Background: an optimization exercise with open tools, aiming at small area and a short achievable clock period. Do not read the settings as production practice.
Function was not checked in any run shown here: the RTL went through the layout flow alone.
Power figures rest on the tool's default switching activity, not on a simulated workload.

==> flow/design.v <==
module fpu_ss_multi_scoreboard #(
    parameter int NB_CORES     = 2,
    parameter int NUM_REGS     = 32,
    parameter int CNT_W        = 2,
    parameter int MAX_INFLIGHT = 8,
    parameter int IN_ORDER_WB  = 1,
    localparam int CORE_W      = (NB_CORES > 1) ? $clog2(NB_CORES) : 1,
    localparam int REG_W       = $clog2(NUM_REGS),
    localparam int INF_W       = $clog2(MAX_INFLIGHT + 1)
) (
    input  logic                clk_i,
    input  logic                rst_ni,
    input  logic                disp_valid_i,
    output logic                disp_ready_o,
    input  logic [CORE_W-1:0]   disp_core_i,
    input  logic [3*REG_W-1:0]  disp_rs_i,
    input  logic [2:0]          disp_rs_use_i,
    input  logic [REG_W-1:0]    disp_rd_i,
    input  logic                disp_rd_fp_i,
    input  logic                fpu_wb_valid_i,
    input  logic [CORE_W-1:0]   fpu_wb_core_i,
    input  logic [REG_W-1:0]    fpu_wb_rd_i,
    input  logic                lsu_wb_valid_i,
    input  logic [CORE_W-1:0]   lsu_wb_core_i,
    input  logic [REG_W-1:0]    lsu_wb_rd_i,
    output logic [5:0]          fwd_sel_o,
    output logic [INF_W-1:0]    inflight_o,
    output logic                err_o
);
    localparam int NS    = MAX_INFLIGHT;
    localparam int TAG_W = CORE_W + REG_W;
    logic [TAG_W-1:0] tag_q [NS];
    logic [CNT_W-1:0] cnt_q [NS];
    logic [INF_W-1:0] inflight_q;
    logic             err_q;
    logic [NS-1:0]    live, core_m, rd_m, fpu_m, lsu_m, alloc, inc_s, fpu_s, lsu_s;
    logic [NS-1:0]    rs_m [3];
    logic [CNT_W-1:0] rs_cnt [3];
    logic [REG_W-1:0] rs_addr [3];
    logic [2:0]       raw_haz, rs_fpu_hit, rs_lsu_hit;
    logic [5:0]       fwd_sel;
    logic [CNT_W-1:0] rd_cnt, fpu_cnt, lsu_cnt;
    logic             hazard, inc, rd_hit, same_tgt, fpu_ok, lsu_ok, err_set;
    always_comb begin
        for (int s = 0; s < NS; s++) begin
            live[s]   = (cnt_q[s] != '0);
            core_m[s] = live[s] && (tag_q[s][REG_W +: CORE_W] == disp_core_i);
            rd_m[s]   = core_m[s] && (tag_q[s][REG_W-1:0] == disp_rd_i);
            fpu_m[s]  = live[s] && (tag_q[s] == {fpu_wb_core_i, fpu_wb_rd_i});
            lsu_m[s]  = live[s] && (tag_q[s] == {lsu_wb_core_i, lsu_wb_rd_i});
        end
        for (int i = 0; i < 3; i++) begin
            rs_addr[i] = disp_rs_i[i*REG_W +: REG_W];
            for (int s = 0; s < NS; s++)
                rs_m[i][s] = core_m[s] && (tag_q[s][REG_W-1:0] == rs_addr[i]);
        end
        for (int i = 0; i < 3; i++)
            rs_cnt[i] = '0;
        rd_cnt  = '0;
        fpu_cnt = '0;
        lsu_cnt = '0;
        for (int s = 0; s < NS; s++) begin
            for (int i = 0; i < 3; i++)
                rs_cnt[i] = rs_cnt[i] | (rs_m[i][s] ? cnt_q[s] : '0);
            rd_cnt  = rd_cnt  | (rd_m[s]  ? cnt_q[s] : '0);
            fpu_cnt = fpu_cnt | (fpu_m[s] ? cnt_q[s] : '0);
            lsu_cnt = lsu_cnt | (lsu_m[s] ? cnt_q[s] : '0);
        end
    end
    always_comb begin
        raw_haz = '0;
        fwd_sel = '0;
        for (int i = 0; i < 3; i++) begin
            rs_fpu_hit[i] = fpu_wb_valid_i && (fpu_wb_core_i == disp_core_i) && (fpu_wb_rd_i == rs_addr[i]);
            rs_lsu_hit[i] = lsu_wb_valid_i && (lsu_wb_core_i == disp_core_i) && (lsu_wb_rd_i == rs_addr[i]);
            if (disp_rs_use_i[i] && (rs_cnt[i] != '0)) begin
                if ((rs_cnt[i] == CNT_W'(1)) && (rs_fpu_hit[i] ^ rs_lsu_hit[i]))
                    fwd_sel[2*i +: 2] = rs_fpu_hit[i] ? 2'b01 : 2'b10;
                else
                    raw_haz[i] = 1'b1;
            end
        end
    end
    always_comb begin
        hazard   = (|raw_haz) || (disp_rd_fp_i && ((rd_cnt == '1) || inflight_q[INF_W-1]));
        inc      = disp_valid_i && !hazard && disp_rd_fp_i;
        rd_hit   = |rd_m;
        same_tgt = fpu_wb_valid_i && lsu_wb_valid_i
                && (fpu_wb_core_i == lsu_wb_core_i) && (fpu_wb_rd_i == lsu_wb_rd_i);
        fpu_ok   = fpu_wb_valid_i && (fpu_cnt != '0);
        lsu_ok   = lsu_wb_valid_i && (same_tgt ? (fpu_cnt > CNT_W'(1)) : (lsu_cnt != '0));
        err_set  = (fpu_wb_valid_i && !fpu_ok) || (lsu_wb_valid_i && !lsu_ok);
        for (int s = 0; s < NS; s++) begin
            alloc[s] = !live[s];
            for (int t = 0; t < s; t++)
                if (!live[t]) alloc[s] = 1'b0;
        end
        inc_s = {NS{inc}} & (rd_hit ? rd_m : alloc);
        fpu_s = {NS{fpu_ok}} & fpu_m;
        lsu_s = {NS{lsu_ok}} & lsu_m;
    end
    assign disp_ready_o = !hazard;
    assign fwd_sel_o    = fwd_sel;
    assign inflight_o   = inflight_q;
    assign err_o        = err_q;
    always_ff @(posedge clk_i) begin
        for (int s = 0; s < NS; s++)
            if (!live[s])
                tag_q[s] <= {disp_core_i, disp_rd_i};
    end
    always_ff @(posedge clk_i or negedge rst_ni) begin
        if (!rst_ni) begin
            for (int s = 0; s < NS; s++)
                cnt_q[s] <= '0;
            inflight_q <= '0;
            err_q      <= 1'b0;
        end else begin
            for (int s = 0; s < NS; s++)
                cnt_q[s] <= cnt_q[s] + CNT_W'(inc_s[s]) - CNT_W'(fpu_s[s]) - CNT_W'(lsu_s[s]);
            inflight_q <= inflight_q + INF_W'(inc) - INF_W'(fpu_ok) - INF_W'(lsu_ok);
            if (err_set)
                err_q <= 1'b1;
        end
    end
endmodule
==> flow/run.sh <==
#!/bin/bash
# synth_recipe.tcl (not shown) runs the flow's synth.tcl, then flattens the netlist and writes it again
# the make line also repeats each setting of config.mk as NAME=value (left out here)
make -C /OpenROAD-flow-scripts/flow DESIGN_CONFIG=/design/flow/config.mk WORK_HOME=/design/flow/orfs CLKGATE_MAP_FILE= SYNTH_SCRIPT=/design/flow/synth_recipe.tcl finish
==> flow/config.mk <==
export PLATFORM = sky130hd
export DESIGN_NAME = fpu_ss_multi_scoreboard
export DESIGN_NICKNAME = fpu_ss_multi_scoreboard
export VERILOG_FILES = /design/flow/design.v
export SDC_FILE = /design/flow/constraint.sdc
export NUM_CORES = 4
export LEC_CHECK = 0
export CAP_MARGIN = 20
export CORE_MARGIN = 2
export CORE_UTILIZATION = 30
export PLACE_DENSITY = 0.5
export SLEW_MARGIN = 20
==> flow/constraint.sdc <==
create_clock -name core_clock -period 10.0 [get_ports {clk_i}]
set_input_delay 2.0000 -clock core_clock [delete_from_list [all_inputs] [get_ports {clk_i}]]
set_output_delay 2.0000 -clock core_clock [all_outputs]
set_load 0.01 [all_outputs]
==> impl_results.html, run 1 <==
<table>
<tr><th>Metric</th><th>Value</th></tr>
<tr><th colspan="2">CTS</th></tr>
<tr><td>Depth of the CTS H-tree</td><td>3</td></tr>
<tr><td>TritonCTS clock tree</td><td>done</td></tr>
<tr><td>Clock sink total</td><td>69</td></tr>
<tr><td>Post-CTS setup buffers</td><td>0</td></tr>
<tr><td>Number of resized instances in the post-cts repair step</td><td>0</td></tr>
<tr><td>Clock insertion delay at the later pin of the skew report</td><td>roughly 0.35 ns</td></tr>
<tr><td>Hold-fix buffers, CTS</td><td>0</td></tr>
<tr><td>CTS max path bufs</td><td>2</td></tr>
<tr><td>Clock slew seen by the registers of the worst setup and hold paths</td><td>0.06 ns</td></tr>
<tr><td>Number of buffers created by CTS</td><td>9</td></tr>
<tr><td>Buffer type at the clock tree root</td><td>sky130_fd_sc_hd__clkbuf_16</td></tr>
<tr><th colspan="2">Logic synthesis</th></tr>
<tr><td>Netlist area before placement</td><td>7580 sq um</td></tr>
<tr><td>Dominant cells by area after synthesis</td><td>sky130_fd_sc_hd__xnor2_1 (22%), sky130_fd_sc_hd__edfxtp_1 (19%), sky130_fd_sc_hd__xor2_1 (15%), sky130_fd_sc_hd__dfrtp_1 (6.9%), sky130_fd_sc_hd__nand3_1 (4.1%)</td></tr>
<tr><td>Most instantiated library cell after synthesis</td><td>sky130_fd_sc_hd__xnor2_1</td></tr>
<tr><td>Top FF cell, synth</td><td>sky130_fd_sc_hd__edfxtp_1</td></tr>
<tr><td>Unique masters post-synth</td><td>54</td></tr>
<tr><td>Number of cells produced by synthesis</td><td>~850</td></tr>
<tr><td>Mean instance size in the synthesized netlist</td><td>between 8 and 9 sq um</td></tr>
<tr><td>List of most frequent post-synthesis cells</td><td>sky130_fd_sc_hd__xnor2_1 (192), sky130_fd_sc_hd__xor2_1 (130), sky130_fd_sc_hd__nand3_1 (62)</td></tr>
<tr><td>Part of the Yosys area used for sequential elements</td><td>between 20% and 30%</td></tr>
<tr><td>Fraction of registers with async set/reset</td><td>a little under a third</td></tr>
<tr><td>Number of warning messages in the yosys log</td><td>6</td></tr>
<tr><td>Top-area cell type share of the netlist area</td><td>22.2%</td></tr>
<tr><td>Number of enable-type register cells in the synthesized netlist</td><td>48</td></tr>
<tr><td>Area leader, netlist</td><td>sky130_fd_sc_hd__xnor2_1</td></tr>
<tr><td>Synthesized flop and latch total</td><td>just under 70</td></tr>
<tr><td>Total nets after synthesis</td><td>a little over 900</td></tr>
<tr><th colspan="2">Worst setup path</th></tr>
<tr><td>Startpoint kind of the worst setup timing path</td><td>primary input</td></tr>
<tr><td>Maximum fanout along the worst path</td><td>18</td></tr>
<tr><td>Cell with the largest stage delay on the worst path</td><td>sky130_fd_sc_hd__clkdlybuf4s50_1</td></tr>
<tr><td>Critical Path Most Common Cell</td><td>sky130_fd_sc_hd__clkdlybuf4s50_1</td></tr>
<tr><td>List of cells traversed by the critical path</td><td>clkdlybuf4s50_1, xnor2_1, nand2_1, nor3_1, nor4_1, a311oi_1, a2111o_1, a211oi_1, clkdlybuf4s50_1</td></tr>
<tr><td>Arrival time at the worst endpoint</td><td>around 5.8 ns</td></tr>
<tr><td>CP peak stage delay</td><td>1.15 ns</td></tr>
<tr><td>Crit Path Class</td><td>primary input to output pin</td></tr>
<tr><td>Kind of end point of the critical path</td><td>output pin</td></tr>
<tr><td>Required @ worst endpoint</td><td>roughly 8.0 ns</td></tr>
<tr><th colspan="2">Floorplan</th></tr>
<tr><td>Vertical extent of the die</td><td>~160 um</td></tr>
<tr><td>I/O pins</td><td>between 50 and 60</td></tr>
<tr><td>Die area</td><td>~27,000 sq um</td></tr>
<tr><td>Starting density of the core</td><td>a little under a third</td></tr>
<tr><td>CORE AREA</td><td>roughly 25,000 sq um</td></tr>
<tr><td>Placement row count</td><td>a little under 60</td></tr>
<tr><td>Horizontal extent of the die</td><td>163 um</td></tr>
<tr><th colspan="2">Layout</th></tr>
<tr><td>Antenna diode instance count</td><td>0</td></tr>
<tr><td>Final instance count without filler cells</td><td>1,183</td></tr>
<tr><td>Ratio of cells with drive above 1 in the final layout</td><td>approximately 4.8%</td></tr>
<tr><td>Area grow syn2layout</td><td>11.3%</td></tr>
<tr><td>Post-route cell area</td><td>8440 sq um</td></tr>
<tr><td>Post-layout nets</td><td>911</td></tr>
<tr><td>Final cell utilization of the core</td><td>about a third</td></tr>
<tr><td>Filler instances</td><td>about 2,600</td></tr>
<tr><th colspan="2">STA</th></tr>
<tr><td>Pin slew with the least headroom to its limit</td><td>approximately 1.1 ns</td></tr>
<tr><td>Total negative setup slack</td><td>0 ns</td></tr>
<tr><td>Setup repair after global routing missed its margin</td><td>false</td></tr>
<tr><td>Tcrit/Tclk final</td><td>about four fifths</td></tr>
<tr><td>Setup-failing EPs final</td><td>0</td></tr>
<tr><td>Slew headroom</td><td>26.7%</td></tr>
<tr><td>Worst hold margin</td><td>0.544 ns</td></tr>
<tr><td>Count of final hold-check violations</td><td>0</td></tr>
<tr><td>PnR worst setup slack</td><td>~2.2 ns</td></tr>
<tr><td>Post-layout min period</td><td>slightly below 8 ns</td></tr>
<tr><td>Maximum frequency from static timing analysis</td><td>approximately 130 MHz</td></tr>
<tr><td>Max-slew violation count</td><td>0</td></tr>
<tr><td>Worst Skew</td><td>roughly 0.0069 ns</td></tr>
<tr><th colspan="2">Route</th></tr>
<tr><td>Vias after detailed routing</td><td>6,184</td></tr>
<tr><td>Starting DRC count in detailed routing</td><td>about 520</td></tr>
<tr><td>Post-route DRC</td><td>0</td></tr>
<tr><td>Final WL</td><td>roughly 28,000 um</td></tr>
<tr><td>Antenna Nets Post-Route</td><td>0</td></tr>
<tr><td>Vias per inst</td><td>5.23</td></tr>
<tr><td>Pre-antenna DRT Iters</td><td>5</td></tr>
<tr><td>Post-detailed-route wirelength per cell</td><td>23.5 um</td></tr>
<tr><th colspan="2">GRT</th></tr>
<tr><td>Global-route wire length before repair</td><td>about 42,000 um</td></tr>
<tr><td>Largest net degree at the start of global routing</td><td>22</td></tr>
<tr><td>Total routing usage reported by global routing</td><td>a little over a fifth</td></tr>
<tr><td>Initial antenna violation count</td><td>0</td></tr>
<tr><td>Number of global-route vias before repair</td><td>a little over 6,000</td></tr>
<tr><td>Global-route congestion overflow total</td><td>0</td></tr>
<tr><th colspan="2">Pwr</th></tr>
<tr><td>Total power divided by cell area</td><td>between 150 and 200 nW/um^2</td></tr>
<tr><td>Largest vdd supply drop</td><td>between 0.07 and 0.08 mV</td></tr>
<tr><td>Cell leakage power</td><td>2.83 nW</td></tr>
<tr><td>Overall power after layout</td><td>1.59 mW</td></tr>
<tr><th colspan="2">Place</th></tr>
<tr><td>Worst slack at placement</td><td>2.17 ns</td></tr>
<tr><td>Placement Cell Area</td><td>just over 8000 sq um</td></tr>
<tr><td>I/O Buffers</td><td>53</td></tr>
<tr><td>Number of cells after detailed placement</td><td>roughly 1,200</td></tr>
<tr><td>Placer's final routability congestion estimate</td><td>roughly 1</td></tr>
<tr><td>HPWL Detailed</td><td>approximately 22,000 um</td></tr>
<tr><th colspan="2">Job</th></tr>
<tr><td>Max-Cap Viols</td><td>0</td></tr>
<tr><th colspan="2">Outcome</th></tr>
<tr><td>Run status</td><td>complete, no violations</td></tr>
<tr><th colspan="2">Hold path</th></tr>
<tr><td>HP Class</td><td>flip-flop to flip-flop</td></tr>
</table>
-- per-layer routing --
layer,track usage (%),wire [um],vias to the layer above
met5,0,0,-
met4,10.0,1240,0
met3,2.93,1730,57
met2,34.1,12400,242
met1,29.2,12500,3022
li1,-,-,2863
-- cell families (layout without fill, tap and decap cells) --
family,after synthesis,count (layout),share of synthesized area [%]
adder cells (fa/ha/maj),21,21,4.46
buffers and inverters,102,109,7.69
AO/OA/AOI/OAI,49,49,5.05
flip-flops,69,69,25.9
XOR/XNOR,323,323,37.6
AND/OR/NAND/NOR,282,282,19.3
-- final timing paths --
path                                startpoint             to  slack (ns)  cells past startpoint
max in group asynchronous               rst_ni    cnt_q[6][0]        8.02                      1
worst max register to register     cnt_q[1][0]  inflight_q[3]        5.18                     13
min in group asynchronous               rst_ni    cnt_q[1][0]        1.62                      1
worst min-delay path             inflight_q[3]  inflight_q[3]        0.54                      1
worst max-delay path            disp_core_i[0]   disp_ready_o        2.18                      9
worst min register to register   inflight_q[3]  inflight_q[3]        0.54                      1
-- cell usage in the layout, fill, tap and decap left out, types with 3 or more instances in the layout --
| master | netlist | routed |
|---|---|---|
| sky130_fd_sc_hd__xor2_1 | 130 | 130 |
| sky130_fd_sc_hd__a2111oi_0 | 5 | 5 |
| sky130_fd_sc_hd__ha_1 | 11 | 11 |
| sky130_fd_sc_hd__a31oi_1 | 4 | 4 |
| sky130_fd_sc_hd__nand2_1 | 57 | 57 |
| sky130_fd_sc_hd__or3_1 | 5 | 5 |
| sky130_fd_sc_hd__edfxtp_1 | 48 | 48 |
| sky130_fd_sc_hd__nor4_4 | 3 | 3 |
| sky130_fd_sc_hd__o2111ai_1 | 5 | 5 |
| sky130_fd_sc_hd__nor2_1 | 32 | 32 |
| sky130_fd_sc_hd__fa_1 | 10 | 10 |
| sky130_fd_sc_hd__buf_4 | 9 | 15 |
| sky130_fd_sc_hd__inv_1 | 25 | 25 |
| sky130_fd_sc_hd__or4_1 | 6 | 6 |
| sky130_fd_sc_hd__clkbuf_16 | 0 | 10 |
| sky130_fd_sc_hd__a32oi_1 | 3 | 3 |
| sky130_fd_sc_hd__dfrtp_1 | 21 | 21 |
| sky130_fd_sc_hd__nor3_1 | 59 | 59 |
| sky130_fd_sc_hd__clkdlybuf4s50_1 | 0 | 52 |
| sky130_fd_sc_hd__a311o_1 | 3 | 3 |
| sky130_fd_sc_hd__nand4_1 | 10 | 10 |
| sky130_fd_sc_hd__nand3_1 | 62 | 62 |
| sky130_fd_sc_hd__a21oi_1 | 7 | 7 |
| sky130_fd_sc_hd__o21ai_0 | 3 | 3 |
| sky130_fd_sc_hd__a311oi_1 | 3 | 3 |
| sky130_fd_sc_hd__and2_1 | 5 | 5 |
| sky130_fd_sc_hd__nor2b_1 | 3 | 3 |
| sky130_fd_sc_hd__xnor2_1 | 192 | 192 |
| sky130_fd_sc_hd__nor4_1 | 29 | 29 |
-- critical path, delay by kind of cell --
family	cells	cell delay, ns
and+or+nand+nor	3	0.77
xor gates and xnor gates	1	0.34
buffers and inverters	2	1.74
AOI/OAI and AO/OA	3	0.96
-- cell type report --
type / instances / area [sq um] / area share (%)
clock buffers: 11 / 254 / 3.01
clock inverters: 5 / 41.3 / 0.489
inverters: 25 / 93.8 / 1.11
multi-input cells: 675 / 5030 / 59.6
flip-flops and latches: 69 / 1970 / 23.3
well taps: 330 / 413 / 4.89
repair buffers: 68 / 638 / 7.56
-- registers in the layout, summed over array words and instances, names as in the netlist --
name	count
tag_q	48
cnt_q	16
err_q	1
inflight_q	4
-- report_power, final --
group          leakage, nW  switching [mW]  internal, mW  total, mW
Combinational         1.97           0.387         0.296      0.683
Sequential           0.727           0.172         0.408      0.580
Clock                0.138           0.141         0.185      0.326
Total                 2.83           0.700         0.889       1.59
==> run 2: changes to the inputs <==
--- a/flow/config.mk
+++ b/flow/config.mk
@@ -11,2 +11,3 @@
 export PLACE_DENSITY = 0.5
+export SETUP_SLACK_MARGIN = 4
 export SLEW_MARGIN = 20
==> impl_results.html, run 2 <==
<table>
<tr><th>Metric</th><th>Value</th></tr>
<tr><th colspan="2">STA</th></tr>
<tr><td>Worst hold margin</td><td>approximately 0.54 ns</td></tr>
<tr><td>Maximum frequency from static timing analysis</td><td>approximately 160 MHz</td></tr>
<tr><td>Total negative setup slack</td><td>0 ns</td></tr>
<tr><td>Setup repair after global routing missed its margin</td><td>true</td></tr>
<tr><td>Pin slew with the least headroom to its limit</td><td>0.930 ns</td></tr>
<tr><td>Worst Skew</td><td>about 0.0097 ns</td></tr>
<tr><td>Setup-failing EPs final</td><td>0</td></tr>
<tr><td>Count of final hold-check violations</td><td>0</td></tr>
<tr><td>Tcrit/Tclk final</td><td>between 60% and 70%</td></tr>
<tr><td>PnR worst setup slack</td><td>3.88 ns</td></tr>
<tr><td>Max-slew violation count</td><td>0</td></tr>
<tr><td>Post-layout min period</td><td>between 6 and 7 ns</td></tr>
<tr><td>Slew headroom</td><td>between 30% and 40%</td></tr>
<tr><th colspan="2">Hold path</th></tr>
<tr><td>End point of the worst hold path</td><td>err_q</td></tr>
<tr><td>Launch point of the worst hold path</td><td>err_q</td></tr>
<tr><td>Hold Path Stages</td><td>2</td></tr>
<tr><td>HP Class</td><td>flip-flop to flip-flop</td></tr>
<tr><th colspan="2">Logic synthesis</th></tr>
<tr><td>Part of the Yosys area used for sequential elements</td><td>about a quarter</td></tr>
<tr><td>Total nets after synthesis</td><td>slightly above 900</td></tr>
<tr><td>Number of warning messages in the yosys log</td><td>6</td></tr>
<tr><td>Fraction of registers with async set/reset</td><td>roughly 30%</td></tr>
<tr><td>Number of cells produced by synthesis</td><td>846</td></tr>
<tr><td>Top-area cell type share of the netlist area</td><td>between 20 and 25%</td></tr>
<tr><td>Most instantiated library cell after synthesis</td><td>sky130_fd_sc_hd__xnor2_1</td></tr>
<tr><td>Area leader, netlist</td><td>sky130_fd_sc_hd__xnor2_1</td></tr>
<tr><td>Number of enable-type register cells in the synthesized netlist</td><td>48</td></tr>
<tr><td>Dominant cells by area after synthesis</td><td>sky130_fd_sc_hd__xnor2_1 (22%), sky130_fd_sc_hd__edfxtp_1 (19%), sky130_fd_sc_hd__xor2_1 (15%), sky130_fd_sc_hd__dfrtp_1 (6.9%), sky130_fd_sc_hd__nand3_1 (4.1%)</td></tr>
<tr><td>Netlist area before placement</td><td>about 7600 sq um</td></tr>
<tr><td>List of most frequent post-synthesis cells</td><td>sky130_fd_sc_hd__xnor2_1 (192), sky130_fd_sc_hd__xor2_1 (130), sky130_fd_sc_hd__nand3_1 (62)</td></tr>
<tr><td>Synthesized flop and latch total</td><td>between 60 and 70</td></tr>
<tr><td>Mean instance size in the synthesized netlist</td><td>around 9 sq um</td></tr>
<tr><td>Unique masters post-synth</td><td>54</td></tr>
<tr><td>Top FF cell, synth</td><td>sky130_fd_sc_hd__edfxtp_1</td></tr>
<tr><th colspan="2">Layout</th></tr>
<tr><td>Leading registers by flop count</td><td>tag_q (48), cnt_q (16), inflight_q (4)</td></tr>
<tr><td>Filler instances</td><td>2,580</td></tr>
<tr><td>Final cell utilization of the core</td><td>37.1%</td></tr>
<tr><td>Most used cells in the layout excluding fill and tap cells</td><td>sky130_fd_sc_hd__xnor2_1 (185), sky130_fd_sc_hd__xor2_1 (123), sky130_fd_sc_hd__nand3_1 (57)</td></tr>
<tr><td>Ratio of cells with drive above 1 in the final layout</td><td>19.6%</td></tr>
<tr><td>Antenna diode instance count</td><td>0</td></tr>
<tr><td>Most common cell after layout, fill and taps aside</td><td>sky130_fd_sc_hd__xnor2_1</td></tr>
<tr><td>Post-layout nets</td><td>around 950</td></tr>
<tr><td>Most flops, register</td><td>tag_q</td></tr>
<tr><td>Flip-flop count of the largest register after layout</td><td>48</td></tr>
<tr><td>Area grow syn2layout</td><td>22.1%</td></tr>
<tr><th colspan="2">Worst setup path</th></tr>
<tr><td>Maximum fanout along the worst path</td><td>3</td></tr>
<tr><td>End of the worst register-to-register path</td><td>inflight_q[3]</td></tr>
<tr><td>Origin of the critical flop-to-flop path</td><td>tag_q[4][2]</td></tr>
<tr><td>Startpoint kind of the worst setup timing path</td><td>primary input</td></tr>
<tr><td>Register-to-register setup slack</td><td>5.65 ns</td></tr>
<tr><td>Crit Path Class</td><td>primary input to output pin</td></tr>
<tr><td>Length in cells of the worst reg-to-reg path</td><td>12</td></tr>
<tr><td>Kind of end point of the critical path</td><td>output pin</td></tr>
<tr><td>Arrival time at the worst endpoint</td><td>about 4.1 ns</td></tr>
<tr><td>Required @ worst endpoint</td><td>~8.0 ns</td></tr>
<tr><th colspan="2">Floorplan</th></tr>
<tr><td>I/O pins</td><td>between 50 and 60</td></tr>
<tr><td>Horizontal extent of the die</td><td>163 um</td></tr>
<tr><td>Placement row count</td><td>between 50 and 60</td></tr>
<tr><td>CORE AREA</td><td>roughly 25,000 sq um</td></tr>
<tr><td>Die area</td><td>26,600 sq um</td></tr>
<tr><td>Starting density of the core</td><td>between 30% and 40%</td></tr>
<tr><td>Vertical extent of the die</td><td>about 160 um</td></tr>
<tr><th colspan="2">Pwr</th></tr>
<tr><td>Largest vdd supply drop</td><td>between 0.07 and 0.08 mV</td></tr>
<tr><td>Gate power share</td><td>between 40% and 50%</td></tr>
<tr><td>Cell internal pwr</td><td>0.912 mW</td></tr>
<tr><td>Relative contribution of the clock network to total power</td><td>20.0%</td></tr>
<tr><td>Sw Ratio</td><td>44.7%</td></tr>
<tr><td>Total power divided by cell area</td><td>roughly 180 nW/um^2</td></tr>
<tr><td>Share of power burned in registers</td><td>between 30% and 40%</td></tr>
<tr><td>Cell leakage power</td><td>between 3 and 4 nW</td></tr>
<tr><td>Switching power summed over all nets</td><td>0.737 mW</td></tr>
<tr><th colspan="2">Place</th></tr>
<tr><td>HPWL Detailed</td><td>roughly 22,000 um</td></tr>
<tr><td>Worst slack at placement</td><td>approximately 2.2 ns</td></tr>
<tr><td>Placer's final routability congestion estimate</td><td>1.00</td></tr>
<tr><td>I/O Buffers</td><td>53</td></tr>
<tr><th colspan="2">Route</th></tr>
<tr><td>Vias per inst</td><td>around 5.3</td></tr>
<tr><td>Starting DRC count in detailed routing</td><td>between 600 and 700</td></tr>
<tr><td>Post-detailed-route wirelength per cell</td><td>about 24 um</td></tr>
<tr><td>Final WL</td><td>29,500 um</td></tr>
<tr><td>Vias after detailed routing</td><td>6,472</td></tr>
<tr><td>Post-route DRC</td><td>0</td></tr>
<tr><td>Pre-antenna DRT Iters</td><td>5</td></tr>
<tr><td>Antenna Nets Post-Route</td><td>0</td></tr>
<tr><th colspan="2">Job</th></tr>
<tr><td>Max-Cap Viols</td><td>0</td></tr>
<tr><th colspan="2">CTS</th></tr>
<tr><td>CTS max path bufs</td><td>2</td></tr>
<tr><td>Hold-fix buffers, CTS</td><td>0</td></tr>
<tr><td>Clock sink total</td><td>~70</td></tr>
<tr><td>Depth of the CTS H-tree</td><td>3</td></tr>
<tr><td>Buffer type at the clock tree root</td><td>sky130_fd_sc_hd__clkbuf_16</td></tr>
<tr><td>Clock slew seen by the registers of the worst setup and hold paths</td><td>0.07 ns</td></tr>
<tr><td>TritonCTS clock tree</td><td>done</td></tr>
<tr><td>Number of buffers created by CTS</td><td>9</td></tr>
<tr><td>Clock insertion delay at the later pin of the skew report</td><td>0.36 ns</td></tr>
<tr><th colspan="2">GRT</th></tr>
<tr><td>Largest net degree at the start of global routing</td><td>22</td></tr>
<tr><td>Global-route congestion overflow total</td><td>0</td></tr>
<tr><td>Global-route wire length before repair</td><td>~43,000 um</td></tr>
<tr><td>Total routing usage reported by global routing</td><td>~22%</td></tr>
<tr><td>Initial antenna violation count</td><td>0</td></tr>
<tr><td>Number of global-route vias before repair</td><td>between 6,000 and 7,000</td></tr>
<tr><th colspan="2">Outcome</th></tr>
<tr><td>Run status</td><td>complete, no violations</td></tr>
</table>
run 2: per-layer routing:
metal | GRT usage (%) | part of all wire (%)
met3 | 2.57 | 6.7
met4 | 9.29 | 3.6
met5 | 0 | 0
met2 | 35.6 | 45
met1 | 30.7 | 45
run 2: final cells by class:
cell class / count / area (sq um) / share of cell area [%]
multi-input combinational: 675 / 5460 / 58.9
timing repair buffer: 108 / 1030 / 11.2
tap: 330 / 413 / 4.46
sequential: 69 / 1970 / 21.2
inverter: 25 / 93.8 / 1.01
clock buffer: 11 / 254 / 2.74
clock inverter: 5 / 41.3 / 0.446
run 2: worst max-delay path by stage:
stage	start	to	slack [ns]	cells after the start
after global placement	disp_core_i[0]	disp_ready_o	2.20	9
after CTS	disp_rd_i[2]	disp_ready_o	3.65	10
after global routing	fpu_wb_core_i[0]	disp_ready_o	3.78	11
after floorplan	disp_rs_i[4]	disp_ready_o	4.18	8
final	fpu_wb_core_i[0]	disp_ready_o	3.88	11
after detailed placement	disp_core_i[0]	disp_ready_o	2.17	9
run 2: cell families after synthesis:
logic type | count (synthesis) | synth area share (%)
AO/OA/AOI/OAI | 49 | 5.05
flip-flops | 69 | 25.9
adder cells (fa/ha/maj) | 21 | 4.46
AND/OR/NAND/NOR | 282 | 19.3
buffers and inverters | 102 | 7.69
XOR/XNOR | 323 | 37.6
run 2: metrics by stage:
step	instance area, sq um	power, mW	std cells
after floorplan	7580	1.03	846
after global placement	8150	1.25	1167
after detailed placement	8150	1.26	1167
after CTS	8800	1.61	1212
after global routing	9260	1.74	1223
final	9260	1.65	1223
run 2: what timing repair did:
item / in CTS / in global routing
endpoints found under the setup margin: 26 / 7
gates cloned: 0 / 1
gates resized for setup: 220 / 100
pin swaps: 19 / 27
setup buffers: 29 / 10
run 2: worst max-delay path, stage by stage:
cell and delay [ns]:
sky130_fd_sc_hd__buf_6 0.09, sky130_fd_sc_hd__buf_12 0.13, sky130_fd_sc_hd__xnor2_4 0.14, sky130_fd_sc_hd__nand2_4 0.10
sky130_fd_sc_hd__nor4_4 0.37, sky130_fd_sc_hd__xor2_2 0.23, sky130_fd_sc_hd__buf_4 0.15, sky130_fd_sc_hd__a311oi_2 0.04
sky130_fd_sc_hd__a2111o_1 0.50, sky130_fd_sc_hd__a211oi_2 0.20, sky130_fd_sc_hd__buf_2 0.17
run 2: power groups by stage:
| stage | clock network, mW | logic, mW | registers [mW] |
|---|---|---|---|
| floorplan | 0 | 0.579 | 0.451 |
| global placement | 0 | 0.671 | 0.582 |
| detailed placement | 0 | 0.677 | 0.582 |
| CTS | 0.334 | 0.700 | 0.576 |
| global route | 0.346 | 0.806 | 0.592 |
| finish | 0.329 | 0.738 | 0.582 |

==> re-timing with driven ports <==
In the flow no input, the clock included, has a driving cell. The finished layouts below were timed again as built, in two steps. Step 1, drivers: a clkbuf_16 drives clk_i and a buf_2 each remaining input, both assumed. Step 2 also shifts input and output timing later by t, the mid clock arrival at the registers, as if the neighbouring blocks saw the same clock. a / b / c = ideal / step 1 / step 2; a / b = the first two.
| run | t (ns) | setup slack, ns | hold slack, ns |
|---|---|---|---|
| run 1 | 0.387 | 2.179 / 2.155 / 2.155 | 0.544 / 0.544 / 0.544 |
| run 2 | 0.392 | 3.877 / 3.842 / 3.842 | 0.537 / 0.537 / 0.537 |
After both steps setup and hold are still met in every run listed. For run 2, which loses most, drivers alone change the setup slack by -0.035 ns; drivers and shift together by -0.035 ns.
